Source: an optimization exercise on an open RTL-to-GDS flow (aim: small area, a short achievable clock period and few clock cycles per item). Production flows keep margins and buffers that such runs may drop. The RTL was checked by simulation tests, not by an equivalence proof against the original design.

$ cat design.v
package fta_pkg;
  localparam int unsigned COORD_W  = 12;
  localparam int unsigned THRESH_W = 8;
  localparam int unsigned TRACK_W  = 5;
  localparam int unsigned MAX_FACES_DEF = 16;
  localparam int unsigned PROD_W   = 2 * COORD_W;
  localparam int unsigned DIST_W   = PROD_W + 1;
  localparam int unsigned NW_W     = THRESH_W + COORD_W;
  localparam int unsigned LIMIT_W  = THRESH_W + 2 * COORD_W;
  localparam int unsigned SCALED_W = DIST_W + THRESH_W;
  localparam int unsigned PIPE_LAT = 4;
  localparam int unsigned DRAIN_W  = $clog2(PIPE_LAT);
  localparam int unsigned APB_AW = 3;
  localparam int unsigned APB_DW = 32;
  localparam logic REG_THRESH_NUM = 1'b0;
  localparam logic REG_THRESH_DEN = 1'b1;
  localparam logic [THRESH_W-1:0] THRESH_NUM_RST = 8'd1;
  localparam logic [THRESH_W-1:0] THRESH_DEN_RST = 8'd5;
  localparam logic FUNC_DETECT    = 1'b0;
  localparam logic FUNC_FRAME_END = 1'b1;
  localparam logic KIND_VERDICT   = 1'b0;
  localparam logic KIND_FRAME_END = 1'b1;
  typedef enum logic [1:0] {
    ST_IDLE,
    ST_SCAN,
    ST_DRAIN,
    ST_COMMIT
  } fta_state_e;
  typedef struct packed {
    logic in_ready;
    logic load;
    logic issue;
    logic commit;
  } fta_cmd_t;
  typedef struct packed {
    logic in_valid;
    logic in_frame_end;
    logic scan_last;
    logic out_free;
  } fta_status_t;
endpackage
module face_track_associator #(
  parameter int unsigned MAX_FACES = fta_pkg::MAX_FACES_DEF
) (
  input  logic                        clk_i,
  input  logic                        rst_ni,
  input  logic                        in_valid,
  output logic                        in_ready,
  input  logic                        in_func,
  input  logic [fta_pkg::COORD_W-1:0] in_det_x,
  input  logic [fta_pkg::COORD_W-1:0] in_det_y,
  input  logic [fta_pkg::COORD_W-1:0] in_det_width,
  input  logic [fta_pkg::COORD_W-1:0] in_det_height,
  input  logic                        in_passes_check,
  output logic                        out_valid,
  input  logic                        out_ready,
  output logic                        out_result_kind,
  output logic                        out_matched,
  output logic [fta_pkg::COORD_W-1:0] out_kept_x,
  output logic [fta_pkg::COORD_W-1:0] out_kept_y,
  output logic                        out_stored,
  output logic                        out_overflow,
  output logic [fta_pkg::TRACK_W-1:0] out_tracked_count,
  input  logic                        psel,
  input  logic                        penable,
  input  logic                        pwrite,
  input  logic [fta_pkg::APB_AW-1:0]  paddr,
  input  logic [fta_pkg::APB_DW-1:0]  pwdata,
  output logic [fta_pkg::APB_DW-1:0]  prdata,
  output logic                        pready
);
  localparam int unsigned N  = 16;
  localparam int unsigned CW = fta_pkg::COORD_W;
  localparam int unsigned TW = fta_pkg::THRESH_W;
  localparam int unsigned FB = 8;                
  localparam int unsigned RW = 1 + 1 + CW + CW + 1 + 1 + fta_pkg::TRACK_W;
  logic [TW-1:0] num_q, den_q, den1_q;
  logic          den_zero_q;
  assign pready = 1'b1;
  always_ff @(posedge clk_i or negedge rst_ni) begin
    if (!rst_ni) begin
      num_q      <= fta_pkg::THRESH_NUM_RST;
      den_q      <= fta_pkg::THRESH_DEN_RST;
      den1_q     <= fta_pkg::THRESH_DEN_RST;
      den_zero_q <= 1'b0;
    end else if (psel && penable && pwrite) begin
      if (paddr[2]) begin
        den_q      <= pwdata[TW-1:0];
        den1_q     <= (pwdata[TW-1:0] == '0) ? TW'(1) : pwdata[TW-1:0];
        den_zero_q <= (pwdata[TW-1:0] == '0);
      end else begin
        num_q      <= pwdata[TW-1:0];
      end
    end
  end
  assign prdata = {{(fta_pkg::APB_DW-TW){1'b0}}, paddr[2] ? den_q : num_q};
  logic [N-1:0][CW-1:0] ox_q, oy_q;    
  logic [N-1:0][CW-1:0] nx_q, ny_q;    
  logic [N-1:0]         olive_q;       
  logic [4:0]           cnt_q;         
  function automatic logic [3:0] msb_of(input logic [CW-1:0] v);
    msb_of = '0;
    for (int b = 0; b < CW; b++) if (v[b]) msb_of = 4'(b);
  endfunction
  function automatic logic [FB-1:0] bound_mask(input logic [3:0] mn, input logic [3:0] mv,
                                               input logic [3:0] md);
    for (int b = 0; b < FB; b++)
      bound_mask[b] = (b >= 1) && (6'(b) + 6'(md) + 6'd1 >= 6'(mn) + 6'(mv));
  endfunction
  logic [3:0]    mnum, mden;
  logic [FB-1:0] hmx_in, hmy_in, lox_in, hix_in, loy_in, hiy_in;
  logic          den_zero, nocand_in;
  assign mnum      = msb_of(CW'(num_q));
  assign mden      = msb_of(CW'(den_q));
  assign den_zero  = den_zero_q;
  assign nocand_in = (num_q == '0) || (in_det_width == '0) || (in_det_height == '0);
  assign hmx_in    = den_zero ? '0 : bound_mask(mnum, msb_of(in_det_width), mden);
  assign hmy_in    = den_zero ? '0 : bound_mask(mnum, msb_of(in_det_height), mden);
  function automatic logic [2*FB-1:0] window(input logic [FB-1:0] c, input logic [FB-1:0] hm);
    logic [FB-1:0] p;
    logic [FB+1:0] lo, hi;
    p  = hm & ~{hm[FB-2:0], 1'b0};           
    lo = (FB+2)'(c) + (FB+2)'(1) - (FB+2)'(p);
    hi = (FB+2)'(c) + (FB+2)'(p);
    if (p == '0) window = {{FB{1'b1}}, {FB{1'b0}}};
    else window = {hi[FB] ? {FB{1'b1}} : hi[FB-1:0], lo[FB+1] ? {FB{1'b0}} : lo[FB-1:0]};
  endfunction
  assign {hix_in, lox_in} = window(in_det_x[CW-1 -: FB], hmx_in);
  assign {hiy_in, loy_in} = window(in_det_y[CW-1 -: FB], hmy_in);
  logic          a_v_q, a_func_q, a_pass_q, a_first_q, a_nocand_q;
  logic [CW-1:0] a_x_q, a_y_q, a_w_q, a_h_q;
  logic [FB-1:0] a_lox_q, a_hix_q, a_loy_q, a_hiy_q;
  logic [N-1:0]  a_iss_q;
  localparam int unsigned LW = fta_pkg::LIMIT_W;        
  localparam int unsigned DW = fta_pkg::DIST_W;          
  localparam int unsigned MW = DW + TW + 1;               
  logic          e1_v_q, e1_sv_q, e1_first_q, e1_last_q, e1_func_q, e1_pass_q;
  logic [3:0]    e1_idx_q;
  logic [CW-1:0] e1_x_q, e1_y_q, e1_w_q, e1_h_q;
  logic [CW:0]   e1_dx_q, e1_dy_q;
  logic          e2_v_q, e2_sv_q, e2_first_q, e2_last_q, e2_func_q, e2_pass_q;
  logic [3:0]    e2_idx_q;
  logic [CW-1:0] e2_x_q, e2_y_q;
  logic [CW:0]   e2_dx_q, e2_dy_q;
  logic [DW-1:0] e2_d_q;
  logic [2*CW-1:0] e2_wh_q;
  logic          e3_v_q, e3_cand_q, e3_first_q, e3_last_q, e3_func_q, e3_pass_q;
  logic [3:0]    e3_idx_q;
  logic [CW-1:0] e3_px_q, e3_py_q;
  logic [DW-1:0] e3_d_q;
  logic          found_q;
  logic [3:0]    bidx_q;
  logic [CW-1:0] bx_q, by_q;
  logic [DW-1:0] bd_q;
  logic          out_v_q, sk_v_q;
  logic [RW-1:0] out_q, sk_q, res;
  logic          adv;
  assign adv = !sk_v_q;
  logic [N-1:0]  pass, sv, rem, rdy, sel, pend;
  logic          fe_inflight, blk, can_issue, slot_last, a_done;
  logic [3:0]    sel_idx;
  logic [CW-1:0] sel_x, sel_y;
  logic [CW:0]   sel_dx, sel_dy;            
  always_comb begin
    for (int i = 0; i < N; i++) begin
      logic [FB-1:0] tx, ty;
      tx = ox_q[i][CW-1 -: FB];
      ty = oy_q[i][CW-1 -: FB];
      pass[i] = olive_q[i] && (tx >= a_lox_q) && (tx <= a_hix_q) &&
                (ty >= a_loy_q) && (ty <= a_hiy_q);
    end
  end
  assign sv  = (a_func_q || a_nocand_q) ? '0 : pass;
  assign rem = sv & ~a_iss_q;
  always_comb begin
    pend = '0;
    if (e1_v_q && e1_sv_q) pend[e1_idx_q] = 1'b1;
    if (e2_v_q && e2_sv_q) pend[e2_idx_q] = 1'b1;
    if (e3_v_q && e3_cand_q) pend[e3_idx_q] = 1'b1;
    if (found_q) pend[bidx_q] = 1'b1;
  end
  assign fe_inflight = (e1_v_q && e1_func_q) || (e2_v_q && e2_func_q) || (e3_v_q && e3_func_q);
  assign rdy         = rem & ~pend;
  assign blk         = (!a_func_q && fe_inflight) || ((rem != '0) && (rdy == '0));
  assign can_issue   = a_v_q && adv && !blk;
  always_comb begin
    logic seen;
    seen = 1'b0;
    sel  = '0;
    for (int i = 0; i < N; i++) begin
      sel[i] = rdy[i] && !seen;
      seen   = seen || rdy[i];
    end
  end
  always_comb begin
    sel_idx = '0;
    sel_x   = '0;
    sel_y   = '0;
    for (int i = 0; i < N; i++) begin
      if (sel[i]) sel_idx = sel_idx | 4'(i);
      sel_x = sel_x | (ox_q[i] & {CW{sel[i]}});
      sel_y = sel_y | (oy_q[i] & {CW{sel[i]}});
    end
  end
  assign sel_dx    = {1'b0, a_x_q} - {1'b0, sel_x};
  assign sel_dy    = {1'b0, a_y_q} - {1'b0, sel_y};
  assign slot_last = ((rem & ~sel) == '0);
  assign a_done    = can_issue && slot_last;
  assign in_ready  = !a_v_q || a_done;
  always_ff @(posedge clk_i or negedge rst_ni) begin
    if (!rst_ni) begin
      a_v_q <= 1'b0;
    end else if (in_ready) begin
      a_v_q <= in_valid;
    end
  end
  always_ff @(posedge clk_i) begin
    if (in_valid && in_ready) begin
      a_func_q   <= in_func;
      a_pass_q   <= in_passes_check;
      a_x_q      <= in_det_x;
      a_y_q      <= in_det_y;
      a_w_q      <= in_det_width;
      a_h_q      <= in_det_height;
      a_lox_q    <= lox_in;
      a_hix_q    <= hix_in;
      a_loy_q    <= loy_in;
      a_hiy_q    <= hiy_in;
      a_nocand_q <= nocand_in;
      a_iss_q    <= '0;
      a_first_q  <= 1'b1;
    end else if (can_issue) begin
      a_iss_q    <= a_iss_q | sel;
      a_first_q  <= 1'b0;
    end
  end
  logic          sx1, sy1;
  logic [DW-1:0] ax1, ay1, w1, h1, cx1, cy1, d1;
  logic [2*CW-1:0] wh1;
  assign sx1  = e1_dx_q[CW];
  assign sy1  = e1_dy_q[CW];
  assign ax1  = DW'(e1_dx_q[CW-1:0] ^ {CW{sx1}});
  assign ay1  = DW'(e1_dy_q[CW-1:0] ^ {CW{sy1}});
  assign w1   = DW'(e1_w_q);
  assign h1   = DW'(e1_h_q);
  assign cx1  = sx1 ? h1 : '0;
  assign cy1  = sy1 ? w1 : '0;
  assign d1   = ax1 * h1 + cx1 + ay1 * w1 + cy1;
  assign wh1  = (2*CW)'(e1_w_q) * (2*CW)'(e1_h_q);
  logic [MW-1:0] m2;
  logic          cand2;
  logic [CW-1:0] tx2, ty2;
  assign tx2   = e2_x_q - e2_dx_q[CW-1:0];
  assign ty2   = e2_y_q - e2_dy_q[CW-1:0];
  assign m2    = MW'(e2_wh_q) * MW'(num_q) - MW'(e2_d_q) * MW'(den1_q) - MW'(1);
  assign cand2 = e2_sv_q && (den_zero || !m2[MW-1]);
  always_ff @(posedge clk_i or negedge rst_ni) begin
    if (!rst_ni) begin
      e1_v_q <= 1'b0;
      e2_v_q <= 1'b0;
      e3_v_q <= 1'b0;
    end else if (adv) begin
      e1_v_q <= can_issue;
      e2_v_q <= e1_v_q;
      e3_v_q <= e2_v_q;
    end
  end
  always_ff @(posedge clk_i) begin
    if (adv) begin
      e1_sv_q    <= (rem != '0);
      e1_first_q <= a_first_q;
      e1_last_q  <= slot_last;
      e1_func_q  <= a_func_q;
      e1_pass_q  <= a_pass_q;
      e1_idx_q   <= sel_idx;
      e1_dx_q    <= sel_dx;
      e1_dy_q    <= sel_dy;
      e1_x_q     <= a_x_q;
      e1_y_q     <= a_y_q;
      e1_w_q     <= a_w_q;
      e1_h_q     <= a_h_q;
      e2_sv_q    <= e1_sv_q;
      e2_first_q <= e1_first_q;
      e2_last_q  <= e1_last_q;
      e2_func_q  <= e1_func_q;
      e2_pass_q  <= e1_pass_q;
      e2_idx_q   <= e1_idx_q;
      e2_dx_q    <= e1_dx_q;
      e2_dy_q    <= e1_dy_q;
      e2_x_q     <= e1_x_q;
      e2_y_q     <= e1_y_q;
      e2_d_q     <= d1;
      e2_wh_q    <= wh1;
      e3_cand_q  <= cand2;
      e3_first_q <= e2_first_q;
      e3_last_q  <= e2_last_q;
      e3_func_q  <= e2_func_q;
      e3_pass_q  <= e2_pass_q;
      e3_idx_q   <= e2_idx_q;
      e3_px_q    <= cand2 ? tx2 : e2_x_q;
      e3_py_q    <= cand2 ? ty2 : e2_y_q;
      e3_d_q     <= e2_d_q;
    end
  end
  logic          acc_found, hit, nfound, commit, take, full, stored;
  logic [3:0]    nidx;
  logic [CW-1:0] kx, ky;
  logic [4:0]    cnt_d;
  assign acc_found = found_q && !e3_first_q;
  assign hit       = e3_cand_q && (!acc_found || (e3_d_q < bd_q) ||
                                    ((e3_d_q == bd_q) && (e3_idx_q < bidx_q)));
  assign nfound    = acc_found || hit;
  assign nidx      = hit ? e3_idx_q : bidx_q;
  assign kx        = (acc_found && !hit) ? bx_q : e3_px_q;
  assign ky        = (acc_found && !hit) ? by_q : e3_py_q;
  assign commit    = adv && e3_v_q && e3_last_q;
  assign take      = nfound || e3_pass_q;
  assign full      = cnt_q[4];
  assign stored    = take && !full;
  assign cnt_d     = cnt_q + 5'(stored);
  assign res = e3_func_q ? {fta_pkg::KIND_FRAME_END, 1'b0, CW'(0), CW'(0), 1'b0, 1'b0, cnt_q}
                         : {fta_pkg::KIND_VERDICT, nfound, kx, ky, stored, take && full, cnt_d};
  always_ff @(posedge clk_i or negedge rst_ni) begin
    if (!rst_ni) begin
      found_q <= 1'b0;
      olive_q <= '0;
      cnt_q   <= '0;
    end else if (adv && e3_v_q) begin
      if (e3_last_q) begin
        found_q <= 1'b0;
        if (e3_func_q) begin
          for (int i = 0; i < N; i++) olive_q[i] <= (5'(i) < cnt_q);
          cnt_q <= '0;
        end else begin
          if (nfound) olive_q[nidx] <= 1'b0;
          cnt_q <= cnt_d;
        end
      end else begin
        found_q <= nfound;
      end
    end
  end
  always_ff @(posedge clk_i) begin
    if (adv && e3_v_q && !e3_last_q && hit) begin
      bidx_q <= e3_idx_q;
      bx_q   <= e3_px_q;
      by_q   <= e3_py_q;
      bd_q   <= e3_d_q;
    end
  end
  always_ff @(posedge clk_i) begin
    for (int i = 0; i < N; i++) begin
      if (commit && e3_func_q) begin
        ox_q[i] <= nx_q[i];
        oy_q[i] <= ny_q[i];
      end
      if (commit && !e3_func_q && stored && (cnt_q[3:0] == 4'(i))) begin
        nx_q[i] <= kx;
        ny_q[i] <= ky;
      end
    end
  end
  always_ff @(posedge clk_i or negedge rst_ni) begin
    if (!rst_ni) begin
      out_v_q <= 1'b0;
      sk_v_q  <= 1'b0;
    end else if (!out_v_q || out_ready) begin
      out_v_q <= sk_v_q || commit;
      sk_v_q  <= 1'b0;
    end else if (commit) begin
      sk_v_q  <= 1'b1;
    end
  end
  always_ff @(posedge clk_i) begin
    if (!out_v_q || out_ready) begin
      if (sk_v_q)      out_q <= sk_q;
      else if (commit) out_q <= res;
    end else if (commit) begin
      sk_q <= res;
    end
  end
  assign out_valid = out_v_q;
  assign {out_result_kind, out_matched, out_kept_x, out_kept_y, out_stored, out_overflow,
          out_tracked_count} = out_q;
endmodule
$ cat run.sh
#!/bin/bash
# synth_recipe.tcl (not shown) runs the flow's synth.tcl, then flattens the netlist and writes it again
# the make line also repeats each setting of config.mk as NAME=value (left out here)
make -C /OpenROAD-flow-scripts/flow DESIGN_CONFIG=/design/flow/config.mk WORK_HOME=/design/flow/orfs CLKGATE_MAP_FILE= SYNTH_SCRIPT=/design/flow/synth_recipe.tcl finish
$ cat config.mk
export PLATFORM = sky130hd
export DESIGN_NAME = face_track_associator
export DESIGN_NICKNAME = face_track_associator
export VERILOG_FILES = /design/flow/design.v
export SDC_FILE = /design/flow/constraint.sdc
export NUM_CORES = 4
export LEC_CHECK = 0
export CAP_MARGIN = 20
export CORE_MARGIN = 2
export CORE_UTILIZATION = 40
export CTS_BUF_LIST = sky130_fd_sc_hd__clkbuf_8
export SETUP_SLACK_MARGIN = 1.0
export SLEW_MARGIN = 20
$ cat constraint.sdc
create_clock -name core_clock -period 8.5 [get_ports {clk_i}]
set_input_delay 1.7000 -clock core_clock [delete_from_list [all_inputs] [get_ports {clk_i}]]
set_output_delay 1.7000 -clock core_clock [all_outputs]
set_load 0.01 [all_outputs]
==> results of run 1 <==
## through the flow
step / utilization / cells / instance area, µm²
after floorplan: - / 7565 / 88600
after detailed placement: 0.430 / 10600 / 94400
final: 0.455 / 11100 / 100000
after global routing: 0.455 / 11100 / 99900
after CTS: 0.451 / 11000 / 99100
after global placement: 0.430 / 10600 / 94400
## area by class of cell
class                      instances  area, µm²
multi-input combinational       5025      46100
clock buffer                     222       3060
fill                           20000     120000
antenna                            8       20.0
tap                             2958       3700
timing repair buffer             435       3850
sequential                      1287      38200
clock inverter                   175       1200
inverter                         987       3740
## layout by cell type (no fill, tap or decap), drive strengths merged, types with 26 or more instances in the layout
cell type,instances
nand2,919
dfrtp,48
clkdlybuf4s50,106
and3,37
a211oi,53
a31oi,30
a211o,26
o221ai,27
nand2b,43
and2,327
nand4,81
nand3,71
mux2,28
xor2,56
clkinv,87
o31ai,40
a21o,105
nor2b,88
and4,33
o21ai,199
mux2i,54
ha,958
inv,1057
a21oi,261
clkbuf,222
o21a,40
xnor2,63
o211ai,30
buf,328
edfxtp,1217
nor3,109
nor2,248
fa,707
## path summary, 6_finish.rpt
| path | startpoint | to | slack (ps) | cells after the start |
|---|---|---|---|---|
| setup / recovery | e1_dx_q[12] | e2_d_q[23] | 1130 | 25 |
| hold / removal | e1_x_q[11] | e2_x_q[11] | 360 | 0 |
| min in group asynchronous | rst_ni | out_v_q | 880 | 2 |
| hold reg to reg | e1_x_q[11] | e2_x_q[11] | 360 | 0 |
| setup reg to reg | e1_dx_q[12] | e2_d_q[23] | 1130 | 25 |
| max in group asynchronous | rst_ni | den1_q[1] | 7010 | 2 |
## per-layer routing
layer / track usage / vias up / share of wire
met2: 0.372 / 2077 / 0.46
li1: - / 27000 / -
met4: 0.0999 / 6 / 0.046
met1: 0.315 / 30400 / 0.42
met5: 0 / - / 0.00051
met3: 0.0395 / 502 / 0.069
## worst max-delay path, delay by kind of cell, from the launching register on
family / cells / cell delay (ps)
adders and majority gates: 8 / 3840
AOI/OAI and AO/OA: 5 / 1310
and+or+nand+nor: 3 / 700
buffers and inverters: 7 / 600
DFF: 1 / 470
xor gates and xnor gates: 2 / 260
## state kept, by name (all words and copies together) (netlist names), 13 cells and up
signal and cells:
ny_q 192, a_iss_q 16, out_q 33, oy_q 192, e3_d_q 25, e2_d_q 25, e1_dy_q 13, e1_dx_q 13
olive_q 16, bd_q 25, nx_q 192, e2_wh_q 24, sk_q 33, ox_q 192
## logic make-up after synthesis
family | Yosys count
AND/OR/NAND/NOR | 2070
buffers and inverters | 1253
XOR/XNOR | 119
flip-flops | 1287
adder cells (fa/ha/maj) | 1665
other | 2
multiplexers | 82
AO/OA/AOI/OAI | 1064
## repair_timing
action | in CTS | in global routing
gates cloned | 0 | 1
resized for setup | 34 | 101
buffers inserted | 32 | 39
endpoints found under the setup margin | 23 | 21
pin swaps | 7 | 57
==> reports/metrics.yaml, run 1 <==
synthXorXnorAreaFrac: 0.0118
path_common_cell: "fa_1"
ys_top_cells_by_area: "edfxtp_1 41%, fa_1 16%, ha_1 14%"
fin_ws_ps: 1130
cpPeakStageDelay_ps: 570
async_flop_share: 0.0412
drive_above_1_share: 0.101
routedWlPerCell_um: 23.6
num_rows: 172
synth_top_cell_by_area: "edfxtp_1"
tns_ps: 0
clock-sinks: 1287
syn_inst: 7542
setup_violations: 0
cts.path.max_buffers: 3
synth.most_common_cell: "edfxtp_1"
synth_fa_ha_area_frac: 0.295
antenna_found_initial: 21
synth_mux_area_frac: 0.00967
seq_area_frac_synth: 0.432
synth_edf_count: 1217
path_max_fanout: 5
route.detailed.drc: 0
synth_cell_type_count: 98
grt_max_degree: 135
numPortBuffers: 108
routed_wl_um: 262000
cts_tree: "yes"
synth_compound_area_frac: 0.0814
place.gp.congestion: 0.967
hold_slack_ps: 359
path_class: "flop to flop"
grt_pass1_wl_um: 391000
worst_slew_pin_slew_ps: 1150
vias: 59900
syn2layout_area_growth_pct: 13.0
synth_flop_cell: "edfxtp_1"
io_pins: 160
synth_top_cell_area_share: 0.413
max_cap_violations: 0
dp_hpwl_um: 201000
preCtsSetupSlack_ps: 315
initial_utilization: 0.403
rsz0062_at_grt: "false"
finalMaxSlewViolations: 0
clock_latency_ps: 1030
finalCriticalPeriod_ps: 7370
fp.dieH_um: 474
cp-start-kind: "flop"
grt.overflow.total: 0
period_share: 0.867
worst_ep_required_time_ps: 9230
vias_per_cell: 5.40
max_freq_mhz: 136
synth-simple-area-share: 0.114
core-area_mm2: 0.220
synth_top_family_by_area: "adder cells"
syn_avg_cell_area_um2: 11.7
h-tree-depth: 4
fin_nets: 9709
path_clk_slew_ps: 70
first_pass_iters: 5
cts_buffers: 216
end_kind: "flop"
hold_viol: 0
grt_pass1_vias: 61200
die_w_um: 474
ant_nets: 0
cts_hold_buf: 0
drt_iter0_drc: 5008
cts_root_buf: "clkbuf_8"
syn_area_mm2: 0.0885
arrival_ps: 8100
slew_headroom: 0.220
ys_warn_count: 1
grt_usage: 0.234
cp_slowest_cell: "fa_1"
hold_class: "flop to flop"
worst_clock_skew_ps: 107
status: "no timing/DRC/antenna violations"
die_area_mm2: 0.225
ys_ff_latch: 1287
synth_commonest_cells: "1217 x edfxtp_1, 987 x inv_1, 958 x ha_1"
Testbench counts, summed over its fixed seeds: cycles 5,335, items 3,950.
==> inputs of run 2 (changes only) <==
--- a/config.mk
+++ b/config.mk
@@ -10,4 +10,4 @@
 export CORE_UTILIZATION = 40
 export CTS_BUF_LIST = sky130_fd_sc_hd__clkbuf_8
-export SETUP_SLACK_MARGIN = 1.0
+export SETUP_SLACK_MARGIN = 2.0
 export SLEW_MARGIN = 20
==> run 2 against run 1 <==
Still clean on timing, DRC and antenna. Clock skew shrank 47 ps. Die area unchanged. Cell area grew 4.1%. Global-route usage is 0.51 points higher. Critical path depth is the same. Register-to-register slack got worse by 70 ps. Non-clock buffer count rose by 238. Routed wire length grew 2.7%.
==> reports/metrics.yaml, run 2 <==
setup_violations: 0
synth_top_cell_area_share: 0.413
cts_buffers: 217
routed_wl_um: 269000
rsz0062_at_grt: "true"
hold_viol: 0
grt_pass1_wl_um: 398000
ys_warn_count: 1
drt_iter0_drc: 5233
synth.most_common_cell: "edfxtp_1"
core-area_mm2: 0.220
path_max_fanout: 4
h-tree-depth: 4
mostFrequentLayoutCell: "edfxtp_1"
synth_flop_cell: "edfxtp_1"
routedWlPerCell_um: 23.7
synth_commonest_cells: "1217 x edfxtp_1, 987 x inv_1, 958 x ha_1"
path_class: "flop to flop"
synth_edf_count: 1217
die_w_um: 474
clock-sinks: 1287
grt.overflow.total: 0
drive_above_1_share: 0.156
clock_latency_ps: 1000
slew_headroom: 0.201
place.gp.congestion: 0.988
syn2layout_area_growth_pct: 17.6
seq_area_frac_synth: 0.432
ant_nets: 0
initial_utilization: 0.403
ys_top_cells_by_area: "edfxtp_1 41%, fa_1 16%, ha_1 14%"
syn_area_mm2: 0.0885
antenna_found_initial: 28
synth_cell_type_count: 98
synth_top_cell_by_area: "edfxtp_1"
arrival_ps: 8140
die_area_mm2: 0.225
syn_avg_cell_area_um2: 11.7
cts_hold_buf: 0
grt_usage: 0.239
async_flop_share: 0.0412
route.detailed.drc: 0
period_share: 0.875
cts_root_buf: "clkbuf_8"
worst_ep_required_time_ps: 9190
max_freq_mhz: 134
fp.dieH_um: 474
cp-start-kind: "flop"
crit_family: "adder cells"
cts_tree: "yes"
dp_hpwl_um: 203000
cp_num_buf_inv: 8
grt_pass1_vias: 62600
path_clk_slew_ps: 60
tns_ps: 0
finalCriticalPeriod_ps: 7440
io_pins: 160
cpPeakStageDelay_ps: 580
status: "no timing/DRC/antenna violations"
final_cell_mix: "1217 x edfxtp_1, 1026 x inv_1, 924 x ha_1"
grt_max_degree: 162
num_rows: 172
fin_nets: 9948
vias_per_cell: 5.37
worst_slew_pin_slew_ps: 1200
numPortBuffers: 108
syn_inst: 7542
vias: 61000
cp_slowest_cell: "fa_1"
hold_slack_ps: 389
finalMaxSlewViolations: 0
cts.path.max_buffers: 3
path_common_cell: "fa_1"
hold_class: "flop to flop"
max_cap_violations: 0
worst_clock_skew_ps: 60.7
end_kind: "flop"
first_pass_iters: 6
ys_ff_latch: 1287
-- run 2: cell counts after synthesis --
Identical to the previous run, type by type.
-- run 2: kinds of logic (layout without fill, tap and decap cells) --
group | after synthesis | count (layout) | synth area share
compound gates | 1064 | 1064 | 0.0814
other cells | 2 | 37 | 0.0000849
flops | 1287 | 1287 | 0.432
mux | 82 | 82 | 0.00967
fa+ha+maj | 1665 | 1665 | 0.295
buf+inv | 1253 | 2067 | 0.0555
xor+xnor | 119 | 119 | 0.0118
simple gates | 2070 | 2070 | 0.114
-- run 2: worst reg2reg max path: stages (launching register included) --
cell,delay [ps]
edfxtp_1,440
buf_6,140
buf_6,120
buf_16,150
xor2_4,260
buf_12,150
buf_4,110
nand2_1,70
fa_2,470
fa_2,530
inv_1,50
fa_1,470
inv_1,60
fa_1,580
fa_1,460
fa_1,550
inv_1,50
fa_1,490
ha_4,190
or3_4,390
o41a_1,420
a41o_1,220
or3b_4,380
a31o_4,240
a21oi_2,120
xnor2_1,90
-- run 2: layout make-up --
cell class | instances | area, µm²
inverters | 987 | 3800
clock buffers | 222 | 3060
well taps | 2958 | 3700
fillers | 19700 | 116000
diodes | 12 | 30.0
flip-flops and latches | 1287 | 38300
multi-input cells | 5025 | 47500
clock inverters | 185 | 1120
repair buffers | 673 | 6640
-- run 2: final timing paths --
path | startpoint | end | slack [ps] | cells past startpoint
min in group asynchronous | rst_ni | den1_q[4] | 910 | 2
min reg2reg | nx_q[74] | ox_q[74] | 390 | 0
max reg2reg | e1_dy_q[12] | e2_d_q[23] | 1060 | 25
max in group asynchronous | rst_ni | num_q[3] | 6960 | 2
max | e1_dy_q[12] | e2_d_q[23] | 1060 | 25
min | nx_q[74] | ox_q[74] | 390 | 0
-- run 2: metrics by stage --
| step | setup WS [ps] | util | area, µm² | instances |
|---|---|---|---|---|
| 2_1_floorplan | 1390 | - | 89000 | 7565 |
| 4_1_cts | 1080 | 0.466 | 102000 | 11300 |
| 5_1_grt | 870 | 0.474 | 104000 | 11300 |
| 6_report | 1060 | 0.474 | 104000 | 11300 |
| 3_5_place_dp | 529 | 0.431 | 94700 | 10600 |
| 3_3_place_gp | 589 | 0.431 | 94700 | 10600 |
-- run 2: repair_timing --
action / in CTS / in global routing
cloned: 6 / 3
buffers inserted: 218 / 64
endpoints found under the hold margin: 0 / 0
setup endpoints to repair: 79 / 84
pin swaps: 169 / 115
resized for setup: 333 / 217
-- run 2: metal layers --
| layer | up-vias | global-route usage | share of wire |
|---|---|---|---|
| met5 | - | 0 | 0.000052 |
| met4 | 2 | 0.112 | 0.051 |
| met3 | 519 | 0.0479 | 0.071 |
| met2 | 2023 | 0.380 | 0.46 |
| met1 | 31000 | 0.313 | 0.41 |
| li1 | 27500 | - | - |
==> inputs of run 3 (changes only) <==
--- a/design.v
+++ b/design.v
@@ -138,5 +138,5 @@
   logic [3:0]    e1_idx_q;
   logic [CW-1:0] e1_x_q, e1_y_q, e1_w_q, e1_h_q;
-  logic [CW:0]   e1_dx_q, e1_dy_q;
+  logic [CW:0]   e1_dx_q, e1_dy_q;          
   logic          e2_v_q, e2_sv_q, e2_first_q, e2_last_q, e2_func_q, e2_pass_q;
   logic [3:0]    e2_idx_q;
@@ -240,6 +240,6 @@
   assign sx1  = e1_dx_q[CW];
   assign sy1  = e1_dy_q[CW];
-  assign ax1  = DW'(e1_dx_q[CW-1:0] ^ {CW{sx1}});
-  assign ay1  = DW'(e1_dy_q[CW-1:0] ^ {CW{sy1}});
+  assign ax1  = DW'(e1_dx_q[CW-1:0]);
+  assign ay1  = DW'(e1_dy_q[CW-1:0]);
   assign w1   = DW'(e1_w_q);
   assign h1   = DW'(e1_h_q);
@@ -251,6 +251,6 @@
   logic          cand2;
   logic [CW-1:0] tx2, ty2;
-  assign tx2   = e2_x_q - e2_dx_q[CW-1:0];
-  assign ty2   = e2_y_q - e2_dy_q[CW-1:0];
+  assign tx2   = e2_x_q + (e2_dx_q[CW-1:0] ^ {CW{!e2_dx_q[CW]}}) + CW'(1);
+  assign ty2   = e2_y_q + (e2_dy_q[CW-1:0] ^ {CW{!e2_dy_q[CW]}}) + CW'(1);
   assign m2    = MW'(e2_wh_q) * MW'(num_q) - MW'(e2_d_q) * MW'(den1_q) - MW'(1);
   assign cand2 = e2_sv_q && (den_zero || !m2[MW-1]);
@@ -274,6 +274,6 @@
       e1_pass_q  <= a_pass_q;
       e1_idx_q   <= sel_idx;
-      e1_dx_q    <= sel_dx;
-      e1_dy_q    <= sel_dy;
+      e1_dx_q    <= {sel_dx[CW], sel_dx[CW-1:0] ^ {CW{sel_dx[CW]}}};
+      e1_dy_q    <= {sel_dy[CW], sel_dy[CW-1:0] ^ {CW{sel_dy[CW]}}};
       e1_x_q     <= a_x_q;
       e1_y_q     <= a_y_q;
--- a/config.mk
+++ b/config.mk
@@ -10,4 +10,4 @@
 export CORE_UTILIZATION = 40
 export CTS_BUF_LIST = sky130_fd_sc_hd__clkbuf_8
-export SETUP_SLACK_MARGIN = 2.0
+export SETUP_SLACK_MARGIN = 1.5
 export SLEW_MARGIN = 20
==> run 3 against run 2 <==
Global-route usage fell by 0.21 points. Routed wire length rose by 0.51%. Non-clock buffer count fell by 105. First-iteration DRC count rose by 8.2%. Critical endpoint is now e2_d_q[24]. Largest cell class unchanged. Still clean on timing, DRC and antenna. Worst setup slack improved by 510 ps. Critical path depth rose by 1.
==> reports/metrics.yaml, run 3 <==
synth_top_cell_by_area: "edfxtp_1"
path_class: "flop to flop"
synth_commonest_cells: "1219 x edfxtp_1, 958 x ha_1, 918 x inv_1"
cts.path.max_buffers: 3
synth_top_family_by_area: "adder cells"
vias: 61100
max_freq_mhz: 144
fin_nets: 9807
seq_area_frac_synth: 0.434
vias_per_cell: 5.49
h-tree-depth: 4
syn2layout_area_growth_pct: 15.8
finalCriticalPeriod_ps: 6930
synth-simple-area-share: 0.116
final_cell_mix: "1219 x edfxtp_1, 952 x inv_1, 938 x ha_1"
synth.most_common_cell: "edfxtp_1"
die_area_mm2: 0.224
syn_inst: 7494
path_common_cell: "fa_1"
period_share: 0.815
fin_ws_ps: 1570
hold_class: "flop to flop"
num_rows: 172
hold_viol: 0
cts_tree: "yes"
slew_headroom: 0.219
ys_warn_count: 1
synth_edf_count: 1219
ys_ff_latch: 1289
synth_flop_cell: "edfxtp_1"
core-area_mm2: 0.219
cts_root_buf: "clkbuf_8"
routed_wl_um: 271000
cts_hold_buf: 0
syn_area_mm2: 0.0881
status: "no timing/DRC/antenna violations"
dp_hpwl_um: 198000
register_area_mm2: 0.0383
synth_compound_area_frac: 0.0802
worst_ep_required_time_ps: 9250
end_kind: "flop"
antenna_found_initial: 29
mostFrequentLayoutCell: "edfxtp_1"
drt_iter0_drc: 5661
grt_pass1_vias: 61500
first_pass_iters: 6
initial_utilization: 0.402
cts_buffers: 218
grt_usage: 0.237
clock_latency_ps: 1020
fill_cells: 19600
routedWlPerCell_um: 24.3
cpPeakStageDelay_ps: 580
max_cap_violations: 0
place.gp.congestion: 0.995
synth_cell_type_count: 99
arrival_ps: 7670
numPortBuffers: 108
worst_clock_skew_ps: 84.9
path_max_fanout: 5
preCtsSetupSlack_ps: 777
syn_avg_cell_area_um2: 11.8
cp-start-kind: "flop"
setup_violations: 0
design_area_mm2: 0.102
synthXorXnorAreaFrac: 0.0142
finalMaxSlewViolations: 0
rsz0062_at_grt: "true"
synth_fa_ha_area_frac: 0.297
cp_slowest_cell: "fa_2"
clock-sinks: 1289
fp.dieH_um: 473
ant_nets: 0
async_flop_share: 0.0411
grt_max_degree: 123
grt.overflow.total: 0
io_pins: 160
drive_above_1_share: 0.130
tns_ps: 0
grt_pass1_wl_um: 394000
die_w_um: 473
hold_slack_ps: 359
ys_top_cells_by_area: "edfxtp_1 42%, fa_1 16%, ha_1 14%"
synth_mux_area_frac: 0.00708
synth_top_cell_area_share: 0.415
multi_input_area_mm2: 0.0465
place_area_mm2: 0.0938
route.detailed.drc: 0
worst_slew_pin_slew_ps: 1150
path_clk_slew_ps: 60
==> run 3: timing repair <==
action                                  4_1_cts  5_1_grt
gates cloned                                  2        6
endpoints found under the setup margin       59       65
endpoints found under the hold margin         0        0
pin swaps                                    20       91
setup buffers                               122      113
gates resized for setup                     123      182
==> run 3: layout make-up <==
class / instances / area share
Timing Repair Buffer: 568 / 0.0551
Clock inverter: 179 / 0.0130
Antenna cell: 12 / 0.000294
Inverter: 919 / 0.0347
Tap cell: 2871 / 0.0352
Clock buffer: 227 / 0.0306
Sequential cell: 1289 / 0.376
Multi-Input combinational cell: 5054 / 0.456
==> run 3: logic make-up after synthesis <==
group,count (synthesis)
other cells,2
fa+ha+maj,1665
buf+inv,1174
simple gates,2083
mux,59
flops,1289
compound gates,1079
xor+xnor,143
==> run 3: final timing paths <==
path	start	endpoint	slack, ps	cells after the start
hold reg to reg	nx_q[11]	ox_q[11]	360	0
hold / removal	nx_q[11]	ox_q[11]	360	0
setup reg to reg	e1_h_q[2]	e2_d_q[24]	1570	26
setup / recovery	e1_h_q[2]	e2_d_q[24]	1570	26
min in group asynchronous	rst_ni	den_q[5]	880	2
max in group asynchronous	rst_ni	sk_v_q	7000	2
==> run 3: per-layer routing <==
layer	wire length, µm	part of all wire	GRT usage	vias to the layer above
met5	113	0.00042	0	-
met4	13900	0.051	0.111	18
met3	20100	0.074	0.0391	586
met2	126000	0.47	0.381	2426
met1	111000	0.41	0.313	30900
li1	-	-	-	27200
==> run 3: critical path: cells and delay by family (launching register included) <==
family	cells	cell delay, ps
xor gates and xnor gates	1	80
adders and majority gates	7	3340
DFF	1	470
AOI/OAI and AO/OA	7	1260
buffers and inverters	7	770
and+or+nand+nor	4	810
==> run 3: stage by stage <==
step                utilization  instances
floorplan                     -       7517
global placement          0.427      10500
detailed placement        0.428      10500
CTS                       0.456      11000
global route              0.465      11100
finish                    0.465      11100
Testbench counts of run 3, summed over its fixed seeds: cycles 5,335, items 3,950.
==> inputs of run 4 (changes only) <==
--- a/config.mk
+++ b/config.mk
@@ -10,4 +10,4 @@
 export CORE_UTILIZATION = 40
 export CTS_BUF_LIST = sky130_fd_sc_hd__clkbuf_8
-export SETUP_SLACK_MARGIN = 1.5
+export SETUP_SLACK_MARGIN = 1.0
 export SLEW_MARGIN = 20
==> run 4 against run 3 <==
Still clean on timing, DRC and antenna. First-iteration DRC count is 2.5% lower. Register-to-register slack worse by 240 ps. Area after synthesis stayed put. Hold slack worse by 2.5 ps. Largest cell class unchanged.
==> reports/metrics.yaml, run 4 <==
status: "no timing/DRC/antenna violations"
register_area_mm2: 0.0383
design_area_mm2: 0.0996
syn_area_mm2: 0.0881
worst_ep_required_time_ps: 6800
slew_headroom: 0.216
synth_commonest_cells: "1219 x edfxtp_1, 958 x ha_1, 918 x inv_1"
tns_ps: 0
routed_wl_um: 263000
max_cap_violations: 0
routedWlPerCell_um: 23.9
grt_usage: 0.234
syn_avg_cell_area_um2: 11.8
fp.dieH_um: 473
end_kind: "output port"
hold_viol: 0
route.detailed.drc: 0
finalCriticalPeriod_ps: 7380
setup_violations: 0
ys_warn_count: 1
synth_top_cell_by_area: "edfxtp_1"
mostFrequentLayoutCell: "edfxtp_1"
first_pass_iters: 6
clock-sinks: 1289
synth.most_common_cell: "edfxtp_1"
placed_cells: 10500
cp_slowest_cell: "clkdlybuf4s50_1"
initial_utilization: 0.402
synth_cell_type_count: 99
layout.cells.non_filler: 11000
core-area_mm2: 0.219
ant_nets: 0
max_freq_mhz: 136
h-tree-depth: 4
place_area_mm2: 0.0938
io_pins: 160
grt_pass1_vias: 61000
multi_input_area_mm2: 0.0458
preCtsSetupSlack_ps: 777
grt_max_degree: 123
ys_top_cells_by_area: "edfxtp_1 42%, fa_1 16%, ha_1 14%"
cts_tree: "yes"
synth_top_cell_area_share: 0.415
drive_above_1_share: 0.100
clock_latency_ps: 1030
synth_edf_count: 1219
cp-start-kind: "flop"
num_rows: 172
hold_class: "flop to flop"
path_class: "flop to output port"
rsz0062_at_grt: "false"
cpPeakStageDelay_ps: 560
period_share: 0.868
drt_iter0_drc: 5522
place.gp.congestion: 0.995
fill_cells: 19900
finalMaxSlewViolations: 0
die_w_um: 473
grt.overflow.total: 0
antenna_found_initial: 23
arrival_ps: 5680
crit_chain: "clkinvlp_4 -> ha_1 -> nand3_1 -> o221a_2 -> o22ai_1 -> a2111oi_1 -> nand3_2 -> o221ai_2 -> nor3_4 -> nand4b_4 -> buf_4 -> buf_4 -> nand2_1 -> and4_4 -> a21bo_2 -> clkdlybuf4s50_1"
cts_root_buf: "clkbuf_8"
numPortBuffers: 108
seq_area_frac_synth: 0.434
path_clk_slew_ps: 60
dp_hpwl_um: 198000
syn_inst: 7494
hold_slack_ps: 356
cp_num_buf_inv: 4
worst_clock_skew_ps: 89.2
worst_slew_pin_slew_ps: 1150
fin_nets: 9663
cts_buffers: 218
final_cell_mix: "1219 x edfxtp_1, 965 x inv_1, 954 x ha_1"
vias_per_cell: 5.47
die_area_mm2: 0.224
path_common_cell: "buf_4"
ys_ff_latch: 1289
synth_flop_cell: "edfxtp_1"
async_flop_share: 0.0411
grt_pass1_wl_um: 390000
syn2layout_area_growth_pct: 13.0
path_max_fanout: 13
fin_ws_ps: 1120
vias: 60100
cts.path.max_buffers: 3
crit_family: "simple AND/OR/NAND/NOR gates"
run 4: through the flow:
| step | utilization |
|---|---|
| 2_1_floorplan | - |
| 3_3_place_gp | 0.427 |
| 3_5_place_dp | 0.428 |
| 4_1_cts | 0.450 |
| 5_1_grt | 0.454 |
| 6_report | 0.454 |
run 4: final cells by class:
class,count,share of cell area
antenna,13,0.000327
inverter,919,0.0354
timing repair inverter,1,0.0000503
sequential,1289,0.385
clock buffer,227,0.0314
clock inverter,179,0.0133
multi-input combinational,5054,0.460
timing repair buffer,423,0.0384
tap,2871,0.0361
run 4: what timing repair did:
action                     4_1_cts  5_1_grt
gates cloned                     0        2
buffers inserted                39       57
resized for setup               27       68
pin swaps                        2       12
setup endpoints to repair       44       57
hold buffers                     0        0
run 4: cells by family after synthesis:
| group | count (synthesis) | synth area share |
|---|---|---|
| flops | 1289 | 0.434 |
| other cells | 2 | 0.0000852 |
| compound gates | 1079 | 0.0802 |
| fa+ha+maj | 1665 | 0.297 |
| buf+inv | 1174 | 0.0516 |
| mux | 59 | 0.00708 |
| xor+xnor | 143 | 0.0142 |
| simple gates | 2083 | 0.116 |
run 4: per-layer routing:
metal | vias up | wire length (µm) | global-route usage
met5 | - | 102 | 0
met4 | 16 | 13400 | 0.110
met3 | 556 | 18900 | 0.0378
met2 | 2342 | 123000 | 0.376
met1 | 30300 | 108000 | 0.310
li1 | 26900 | - | -
run 4: final timing paths:
kind                            startpoint  depth (start not counted)          to  slack (ps)
worst max register to register   e1_h_q[3]                         25  e2_d_q[23]        1330
worst min register to register    nx_q[11]                          0    ox_q[11]         360
min in group asynchronous           rst_ni                          2    den_q[5]         880
worst min-delay path              nx_q[11]                          0    ox_q[11]         360
worst max-delay path            a_hix_q[3]                         16    in_ready        1120
max in group asynchronous           rst_ni                          2      sk_v_q        6980
==> inputs of run 5 (changes only) <==
--- a/design.v
+++ b/design.v
@@ -99,33 +99,30 @@
   logic [N-1:0]         olive_q;       
   logic [4:0]           cnt_q;         
-  function automatic logic [3:0] msb_of(input logic [CW-1:0] v);
+  function automatic logic [3:0] msb_of(input logic [TW-1:0] v);
     msb_of = '0;
-    for (int b = 0; b < CW; b++) if (v[b]) msb_of = 4'(b);
+    for (int b = 0; b < TW; b++) if (v[b]) msb_of = 4'(b);
   endfunction
-  function automatic logic [FB-1:0] bound_mask(input logic [3:0] mn, input logic [3:0] mv,
-                                               input logic [3:0] md);
-    for (int b = 0; b < FB; b++)
-      bound_mask[b] = (b >= 1) && (6'(b) + 6'(md) + 6'd1 >= 6'(mn) + 6'(mv));
+  function automatic logic [2*FB-1:0] window(input logic [FB-1:0] c, input logic [TW+CW-1:0] nv,
+                                             input logic [3:0] md, input logic all);
+    logic [TW+CW-1:0] q;
+    logic [FB:0]      bnd, lo, hi;
+    q   = nv >> (md + 4'd4);
+    bnd = (q >= (TW+CW)'(1 << FB) - 1) ? {(FB+1){1'b1}} : (FB+1)'(q) + (FB+1)'(1);
+    lo  = ((FB+1)'(c) >= bnd) ? (FB+1)'(c) - bnd : '0;
+    hi  = (FB+1)'(c) + bnd;
+    if (all || bnd[FB]) window = {{FB{1'b1}}, {FB{1'b0}}};
+    else window = {hi[FB] ? {FB{1'b1}} : hi[FB-1:0], lo[FB-1:0]};
   endfunction
-  logic [3:0]    mnum, mden;
-  logic [FB-1:0] hmx_in, hmy_in, lox_in, hix_in, loy_in, hiy_in;
-  logic          den_zero, nocand_in;
-  assign mnum      = msb_of(CW'(num_q));
-  assign mden      = msb_of(CW'(den_q));
-  assign den_zero  = den_zero_q;
-  assign nocand_in = (num_q == '0) || (in_det_width == '0) || (in_det_height == '0);
-  assign hmx_in    = den_zero ? '0 : bound_mask(mnum, msb_of(in_det_width), mden);
-  assign hmy_in    = den_zero ? '0 : bound_mask(mnum, msb_of(in_det_height), mden);
-  function automatic logic [2*FB-1:0] window(input logic [FB-1:0] c, input logic [FB-1:0] hm);
-    logic [FB-1:0] p;
-    logic [FB+1:0] lo, hi;
-    p  = hm & ~{hm[FB-2:0], 1'b0};           
-    lo = (FB+2)'(c) + (FB+2)'(1) - (FB+2)'(p);
-    hi = (FB+2)'(c) + (FB+2)'(p);
-    if (p == '0) window = {{FB{1'b1}}, {FB{1'b0}}};
-    else window = {hi[FB] ? {FB{1'b1}} : hi[FB-1:0], lo[FB+1] ? {FB{1'b0}} : lo[FB-1:0]};
-  endfunction
-  assign {hix_in, lox_in} = window(in_det_x[CW-1 -: FB], hmx_in);
-  assign {hiy_in, loy_in} = window(in_det_y[CW-1 -: FB], hmy_in);
+  logic          p_v_q, p_func_q, p_pass_q;
+  logic [CW-1:0] p_x_q, p_y_q, p_w_q, p_h_q;
+  logic [TW+CW-1:0] p_nw_q, p_nh_q;              
+  logic [3:0]    mden;
+  logic [FB-1:0] lox_p, hix_p, loy_p, hiy_p;
+  logic          den_zero, nocand_p, p_take;
+  assign mden     = msb_of(den_q);
+  assign den_zero = den_zero_q;
+  assign nocand_p = (num_q == '0) || (p_w_q == '0) || (p_h_q == '0);
+  assign {hix_p, lox_p} = window(p_x_q[CW-1 -: FB], p_nw_q, mden, den_zero);
+  assign {hiy_p, loy_p} = window(p_y_q[CW-1 -: FB], p_nh_q, mden, den_zero);
   logic          a_v_q, a_func_q, a_pass_q, a_first_q, a_nocand_q;
   logic [CW-1:0] a_x_q, a_y_q, a_w_q, a_h_q;
@@ -207,25 +204,45 @@
   assign slot_last = ((rem & ~sel) == '0);
   assign a_done    = can_issue && slot_last;
-  assign in_ready  = !a_v_q || a_done;
+  assign p_take    = !a_v_q || a_done;
+  assign in_ready  = !p_v_q || p_take;
   always_ff @(posedge clk_i or negedge rst_ni) begin
     if (!rst_ni) begin
-      a_v_q <= 1'b0;
+      p_v_q <= 1'b0;
     end else if (in_ready) begin
-      a_v_q <= in_valid;
+      p_v_q <= in_valid;
     end
   end
   always_ff @(posedge clk_i) begin
     if (in_valid && in_ready) begin
-      a_func_q   <= in_func;
-      a_pass_q   <= in_passes_check;
-      a_x_q      <= in_det_x;
-      a_y_q      <= in_det_y;
-      a_w_q      <= in_det_width;
-      a_h_q      <= in_det_height;
-      a_lox_q    <= lox_in;
-      a_hix_q    <= hix_in;
-      a_loy_q    <= loy_in;
-      a_hiy_q    <= hiy_in;
-      a_nocand_q <= nocand_in;
+      p_func_q <= in_func;
+      p_pass_q <= in_passes_check;
+      p_x_q    <= in_det_x;
+      p_y_q    <= in_det_y;
+      p_w_q    <= in_det_width;
+      p_h_q    <= in_det_height;
+      p_nw_q   <= (TW+CW)'(num_q) * (TW+CW)'(in_det_width);
+      p_nh_q   <= (TW+CW)'(num_q) * (TW+CW)'(in_det_height);
+    end
+  end
+  always_ff @(posedge clk_i or negedge rst_ni) begin
+    if (!rst_ni) begin
+      a_v_q <= 1'b0;
+    end else if (p_take) begin
+      a_v_q <= p_v_q;
+    end
+  end
+  always_ff @(posedge clk_i) begin
+    if (p_v_q && p_take) begin
+      a_func_q   <= p_func_q;
+      a_pass_q   <= p_pass_q;
+      a_x_q      <= p_x_q;
+      a_y_q      <= p_y_q;
+      a_w_q      <= p_w_q;
+      a_h_q      <= p_h_q;
+      a_lox_q    <= lox_p;
+      a_hix_q    <= hix_p;
+      a_loy_q    <= loy_p;
+      a_hiy_q    <= hiy_p;
+      a_nocand_q <= nocand_p;
       a_iss_q    <= '0;
       a_first_q  <= 1'b1;
--- a/config.mk
+++ b/config.mk
@@ -10,4 +10,4 @@
 export CORE_UTILIZATION = 40
 export CTS_BUF_LIST = sky130_fd_sc_hd__clkbuf_8
-export SETUP_SLACK_MARGIN = 1.0
+export SETUP_SLACK_MARGIN = 1.5
 export SLEW_MARGIN = 20
==> run 5 against run 4 <==
Highest routed layer unchanged. Hold slack gained 5.0 ps. Synthesized cell count grew 8.7%. Clock skew grew 8.1 ps. Sequential share of layout area shrank 1.7 points. Worst setup slack gained 300 ps. Critical endpoint is now e3_py_q[5]. Critical path depth grew 8. Die area grew 8.7%. Still clean on timing, DRC and antenna.
==> reports/metrics.yaml, run 5 <==
status: "no timing/DRC/antenna violations"
vias_per_cell: 5.40
placed_cells: 11400
hold_depth: 0
fp.dieH_um: 494
dp_hpwl_um: 210000
syn2layout_area_growth_pct: 15.6
path_common_cell: "fa_1"
num_rows: 179
max_freq_mhz: 141
r2r-end: "e3_py_q[5]"
grt_pass1_vias: 67100
cts.path.max_buffers: 3
grt_usage: 0.229
path_max_fanout: 5
die_w_um: 494
r2r-start: "num_q[7]"
reg2reg_slack_ps: 1430
grt_max_degree: 180
worst_slew_pin_slew_ps: 1100
vias: 65300
syn_inst: 8146
first_pass_iters: 7
cp_slowest_cell: "fa_1"
setup_violations: 0
hold_class: "flop to flop"
syn_avg_cell_area_um2: 11.8
cpPeakStageDelay_ps: 570
hold_viol: 0
h-tree-depth: 4
synth.most_common_cell: "edfxtp_1"
drive_above_1_share: 0.134
crit_chain: "buf_4 -> and2_4 -> fa_2 -> fa_1 -> inv_1 -> fa_1 -> fa_1 -> fa_1 -> inv_2 -> fa_1 -> ha_4 -> and3_4 -> a221oi_2 -> o21ai_1 -> a21oi_2 -> o21ai_2 -> a211oi_2 -> o21a_1 -> o211ai_1 -> mux2_4 -> o2111ai_4 -> buf_12 -> buf_16 -> mux2_4"
die_area_mm2: 0.244
max_cap_violations: 0
cts_tree: "yes"
cts_root_buf: "clkbuf_8"
numPortBuffers: 108
ff2ff_path_depth: 24
synth_top_cell_by_area: "edfxtp_1"
fin_nets: 10600
antenna_found_initial: 12
worst_hold_startpoint: "nx_q[78]"
end_kind: "flop"
core-area_mm2: 0.238
cp-start-kind: "flop"
period_share: 0.832
worst_clock_skew_ps: 97.3
mostFrequentLayoutCell: "edfxtp_1"
io_pins: 160
initial_utilization: 0.403
finalCriticalPeriod_ps: 7070
fin_ws_ps: 1430
cts_hold_buf: 0
synth_edf_count: 1301
final_cell_mix: "1301 x edfxtp_1, 1054 x inv_1, 957 x ha_1"
async_flop_share: 0.0394
synth_commonest_cells: "1301 x edfxtp_1, 1034 x inv_1, 978 x ha_1"
tns_ps: 0
routedWlPerCell_um: 23.1
cts_buffers: 229
routed_wl_um: 279000
slew_headroom: 0.244
synth_cell_type_count: 102
route.detailed.drc: 0
grt_pass1_wl_um: 419000
worst_ep_required_time_ps: 9180
ant_nets: 0
path_class: "flop to flop"
clock_latency_ps: 990
seq_area_frac_synth: 0.425
arrival_ps: 7750
finalMaxSlewViolations: 0
ys_warn_count: 1
ys_ff_latch: 1372
ys_top_cells_by_area: "edfxtp_1 41%, fa_1 17%, ha_1 13%"
clock-sinks: 1372
synth_flop_cell: "edfxtp_1"
place.gp.congestion: 0.955
rsz0062_at_grt: "true"
path_clk_slew_ps: 60
grt.overflow.total: 0
drt_iter0_drc: 5405
syn_area_mm2: 0.0959
preCtsSetupSlack_ps: 781
hold_slack_ps: 361
synth_top_cell_area_share: 0.407
hold_end: "ox_q[78]"
layout.cells.non_filler: 12100
## run 5: cell count changes after synthesis, moves of 19 or more
| cell | previous run | this run |
|---|---|---|
| fa_1 | 707 | 823 |
| inv_1 | 918 | 1034 |
| edfxtp_1 | 1219 | 1301 |
| and2_1 | 325 | 391 |
| nand2_1 | 876 | 936 |
| mux2i_1 | 32 | 78 |
| clkbuf_1 | 183 | 218 |
| xnor2_1 | 104 | 139 |
| o21ai_0 | 234 | 201 |
| a21o_1 | 114 | 82 |
| a22o_1 | 11 | 38 |
| ha_1 | 958 | 978 |
| a221o_1 | 3 | 22 |
## run 5: how the worst max path moves through the flow
stage / from / to / cells after the start
finish: num_q[7] / e3_py_q[5] / 24
global route: e1_dx_q[7] / e2_d_q[23] / 24
CTS: a_hiy_q[4] / in_ready / 19
detailed placement: den1_q[7] / e3_px_q[5] / 22
global placement: e1_dy_q[9] / e2_d_q[23] / 25
floorplan: e3_cand_q / ox_q[0] / 6
## run 5: cell type report
type,count,area [µm²]
clock inverter,179,1400
clock buffer,232,3190
fill,21400,127000
inverter,1034,3970
tap,3167,3960
sequential,1372,40800
timing repair buffer,632,6070
antenna,6,15.0
multi-input combinational,5471,51400
## run 5: stage by stage
step,util,instance area [µm²]
3_3_place_gp,0.428,102000
4_1_cts,0.458,109000
3_5_place_dp,0.428,102000
5_1_grt,0.466,111000
2_1_floorplan,-,96000
6_report,0.466,111000
## run 5: kinds of logic (layout without fill, tap and decap cells)
family / count (synthesis) / after routing / share of synthesized area
AO/OA/AOI/OAI: 1117 / 1118 / 0.0784
XOR/XNOR: 186 / 186 / 0.0170
adder cells (fa/ha/maj): 1801 / 1801 / 0.299
buffers and inverters: 1327 / 2077 / 0.0535
flip-flops: 1372 / 1372 / 0.425
multiplexers: 119 / 119 / 0.0132
other: 2 / 31 / 0.0000783
AND/OR/NAND/NOR: 2222 / 2222 / 0.113
## run 5: critical path: cells and delay by family, from the launching register on
family	cells	cell delay, ps
and+or+nand+nor	2	310
DFF	1	430
muxes	2	670
buffers and inverters	5	660
adders and majority gates	7	3270
AOI/OAI and AO/OA	8	1410
## run 5: metal layers
metal | vias to the layer above | GRT usage | part of all wire
li1 | 29400 | - | -
met1 | 33000 | 0.299 | 0.41
met2 | 2382 | 0.371 | 0.47
met3 | 493 | 0.0392 | 0.066
met4 | 2 | 0.108 | 0.047
met5 | - | 0 | 0.000047
## run 5: what timing repair did
item,4_1_cts,5_1_grt
setup endpoints to repair,62,91
gates resized for setup,205,214
pin swaps,76,104
cloned,4,4
setup buffers,184,102
Testbench counts of run 5, summed over its fixed seeds: cycles 4,638, items 3,950.
==> inputs of run 6 (changes only) <==
--- a/config.mk
+++ b/config.mk
@@ -10,4 +10,4 @@
 export CORE_UTILIZATION = 40
 export CTS_BUF_LIST = sky130_fd_sc_hd__clkbuf_8
-export SETUP_SLACK_MARGIN = 1.5
+export SETUP_SLACK_MARGIN = 1.25
 export SLEW_MARGIN = 20
==> run 6 against run 5 <==
Still clean on timing, DRC and antenna. Maximum frequency decreased by 0.52%. Non-clock buffer count shrank 120. Critical path depth rose by 3. Cell area fell by 1.4%. Hold slack gained 0.72 ps. First-iteration DRC count is 3.6% higher. Routed wire length down 0.56%.
==> reports/metrics.yaml, run 6 <==
numPortBuffers: 108
cp-start-kind: "flop"
place.gp.congestion: 0.926
cts_buffers: 228
first_pass_iters: 9
path_class: "flop to flop"
die_area_mm2: 0.244
ys_top_cells_by_area: "edfxtp_1 41%, fa_1 17%, ha_1 13%"
synth_cell_type_count: 102
syn_avg_cell_area_um2: 11.8
syn_inst: 8146
cts_hold_buf: 0
clock-sinks: 1372
hold_class: "flop to flop"
reg2reg_slack_ps: 1390
num_rows: 179
end_kind: "flop"
worst_hold_startpoint: "nx_q[125]"
final_cell_mix: "1301 x edfxtp_1, 1057 x inv_1, 967 x ha_1"
crit_end: "e3_py_q[11]"
max_cap_violations: 0
rsz0062_at_grt: "true"
route.detailed.drc: 0
clock_latency_ps: 1000
dp_hpwl_um: 208000
core-area_mm2: 0.238
grt_usage: 0.225
grt.overflow.total: 0
drive_above_1_share: 0.113
finalMaxSlewViolations: 0
cp-startpoint: "den1_q[2]"
slew_headroom: 0.206
async_flop_share: 0.0394
ys_warn_count: 1
worst_clock_skew_ps: 66.9
vias_per_cell: 5.40
path_max_fanout: 5
fp.dieH_um: 494
cp_slowest_cell: "dfstp_4"
r2r-end: "e3_py_q[11]"
syn_area_mm2: 0.0959
hold_viol: 0
cpPeakStageDelay_ps: 690
arrival_ps: 7820
routedWlPerCell_um: 23.2
preCtsSetupSlack_ps: 721
vias: 64700
antenna_found_initial: 14
worst_ep_required_time_ps: 9210
cts.path.max_buffers: 3
fin_nets: 10500
initial_utilization: 0.403
syn2layout_area_growth_pct: 14.0
status: "no timing/DRC/antenna violations"
grt_pass1_vias: 66400
max_freq_mhz: 141
r2r-start: "den1_q[2]"
grt_pass1_wl_um: 413000
synth_commonest_cells: "1301 x edfxtp_1, 1034 x inv_1, 978 x ha_1"
cts_tree: "yes"
critical_path_depth: 27
path_common_cell: "fa_1"
period_share: 0.837
setup_violations: 0
synth_top_cell_area_share: 0.407
worst_slew_pin_slew_ps: 1160
tns_ps: 0
ys_ff_latch: 1372
cts_root_buf: "clkbuf_8"
ff2ff_path_depth: 27
synth_top_cell_by_area: "edfxtp_1"
mostFrequentLayoutCell: "edfxtp_1"
h-tree-depth: 4
drt_iter0_drc: 5602
io_pins: 160
synth_flop_cell: "edfxtp_1"
path_clk_slew_ps: 70
routed_wl_um: 278000
die_w_um: 494
finalCriticalPeriod_ps: 7110
synth_edf_count: 1301
synth.most_common_cell: "edfxtp_1"
crit_family: "adder cells"
cp_num_buf_inv: 7
seq_area_frac_synth: 0.425
grt_max_degree: 146
ant_nets: 0
fin_ws_ps: 1390
## run 6: cell counts after synthesis
No cell type changed its count.
## run 6: final cells by class
cell class | instances | area [µm²]
fill | 21600 | 129000
clock inverter | 185 | 1460
timing repair inverter | 1 | 5.00
antenna | 8 | 20.0
inverter | 1034 | 3970
sequential | 1372 | 40800
multi-input combinational | 5472 | 50900
clock buffer | 236 | 3250
timing repair buffer | 512 | 4930
tap | 3167 | 3960
## run 6: how the worst min path moves through the flow
| stage | cells past startpoint | endpoint |
|---|---|---|
| after global routing | 0 | ox_q[7] |
| after global placement | 0 | ox_q[191] |
| final | 0 | ox_q[125] |
| after CTS | 0 | ox_q[125] |
| after floorplan | 0 | a_func_q |
| after detailed placement | 0 | e1_w_q[10] |
## run 6: stage by stage
step | hold slack (ps) | util | area [µm²] | cells
finish | 362 | 0.459 | 109000 | 12000
global route | 374 | 0.459 | 109000 | 12000
CTS | 355 | 0.454 | 108000 | 11900
detailed placement | 405 | 0.428 | 102000 | 11400
global placement | 400 | 0.428 | 102000 | 11400
floorplan | 400 | - | 96000 | 8169
## run 6: logic make-up after synthesis
kind of cell / count (synthesis) / synth area share
buffers and inverters: 1327 / 0.0535
DFF: 1372 / 0.425
adders and majority gates: 1801 / 0.299
AOI/OAI and AO/OA: 1117 / 0.0784
other: 2 / 0.0000783
and+or+nand+nor: 2222 / 0.113
muxes: 119 / 0.0132
xor gates and xnor gates: 186 / 0.0170
## run 6: layer usage
layer,GRT usage,vias to the layer above,routed length (µm)
li1,-,29200,-
met1,0.299,32700,116000
met2,0.363,2296,129000
met3,0.0402,495,19600
met4,0.0979,4,12800
met5,0,-,30
## run 6: repair_timing
| item | in CTS | in global routing |
|---|---|---|
| gates resized for setup | 70 | 128 |
| hold endpoints to repair | 0 | 0 |
| buffers inserted | 124 | 66 |
| pin swaps | 16 | 57 |
| cloned | 1 | 8 |
| endpoints found under the setup margin | 60 | 64 |

## separate check: timing with driven ports
Ports are ideal in the flow. The routed layouts listed here were re-timed in OpenROAD.
Step 1 sets driving cells, clkbuf_16 on the clock port and buf_2 on the other inputs (assumed; they add their load-dependent delay and slew).
Step 2 times the ports against the registers' clock, not the clock port: input delays grow and output delays shrink by t, the midpoint of the rising clock arrivals with the driver on.
Slacks: ideal / step 1 / step 2; pairs: ideal / step 1.
| run | t (ns) | setup WS [ns] | worst hold slack (ns) | slew at the worst register clock pin (ns) | pins driven straight from the clock port |
|---|---|---|---|---|---|
| run 1 | 1.054 | 1.130 / 1.089 / 0.661 | 0.359 / 0.359 / 0.359 | 0.07 / 0.07 | 1 |
| run 2 | 1.039 | 1.059 / 1.059 / 1.059 | 0.389 / 0.389 / 0.389 | 0.07 / 0.07 | 1 |
| run 3 | 1.055 | 1.574 / 1.523 / 0.870 | 0.359 / 0.359 / 0.359 | 0.08 / 0.08 | 1 |
| run 4 | 1.061 | 1.121 / 1.040 / 0.888 | 0.356 / 0.356 / 0.356 | 0.08 / 0.08 | 1 |
| run 5 | 1.016 | 1.425 / 1.425 / 1.189 | 0.361 / 0.361 / 0.361 | 0.08 / 0.08 | 1 |
| run 6 | 1.048 | 1.389 / 1.389 / 1.273 | 0.362 / 0.362 / 0.362 | 0.09 / 0.09 | 1 |
After both steps setup and hold are still met in every run listed. For run 3, which loses most, drivers alone change the setup slack by -0.051 ns; drivers and shift together by -0.704 ns.
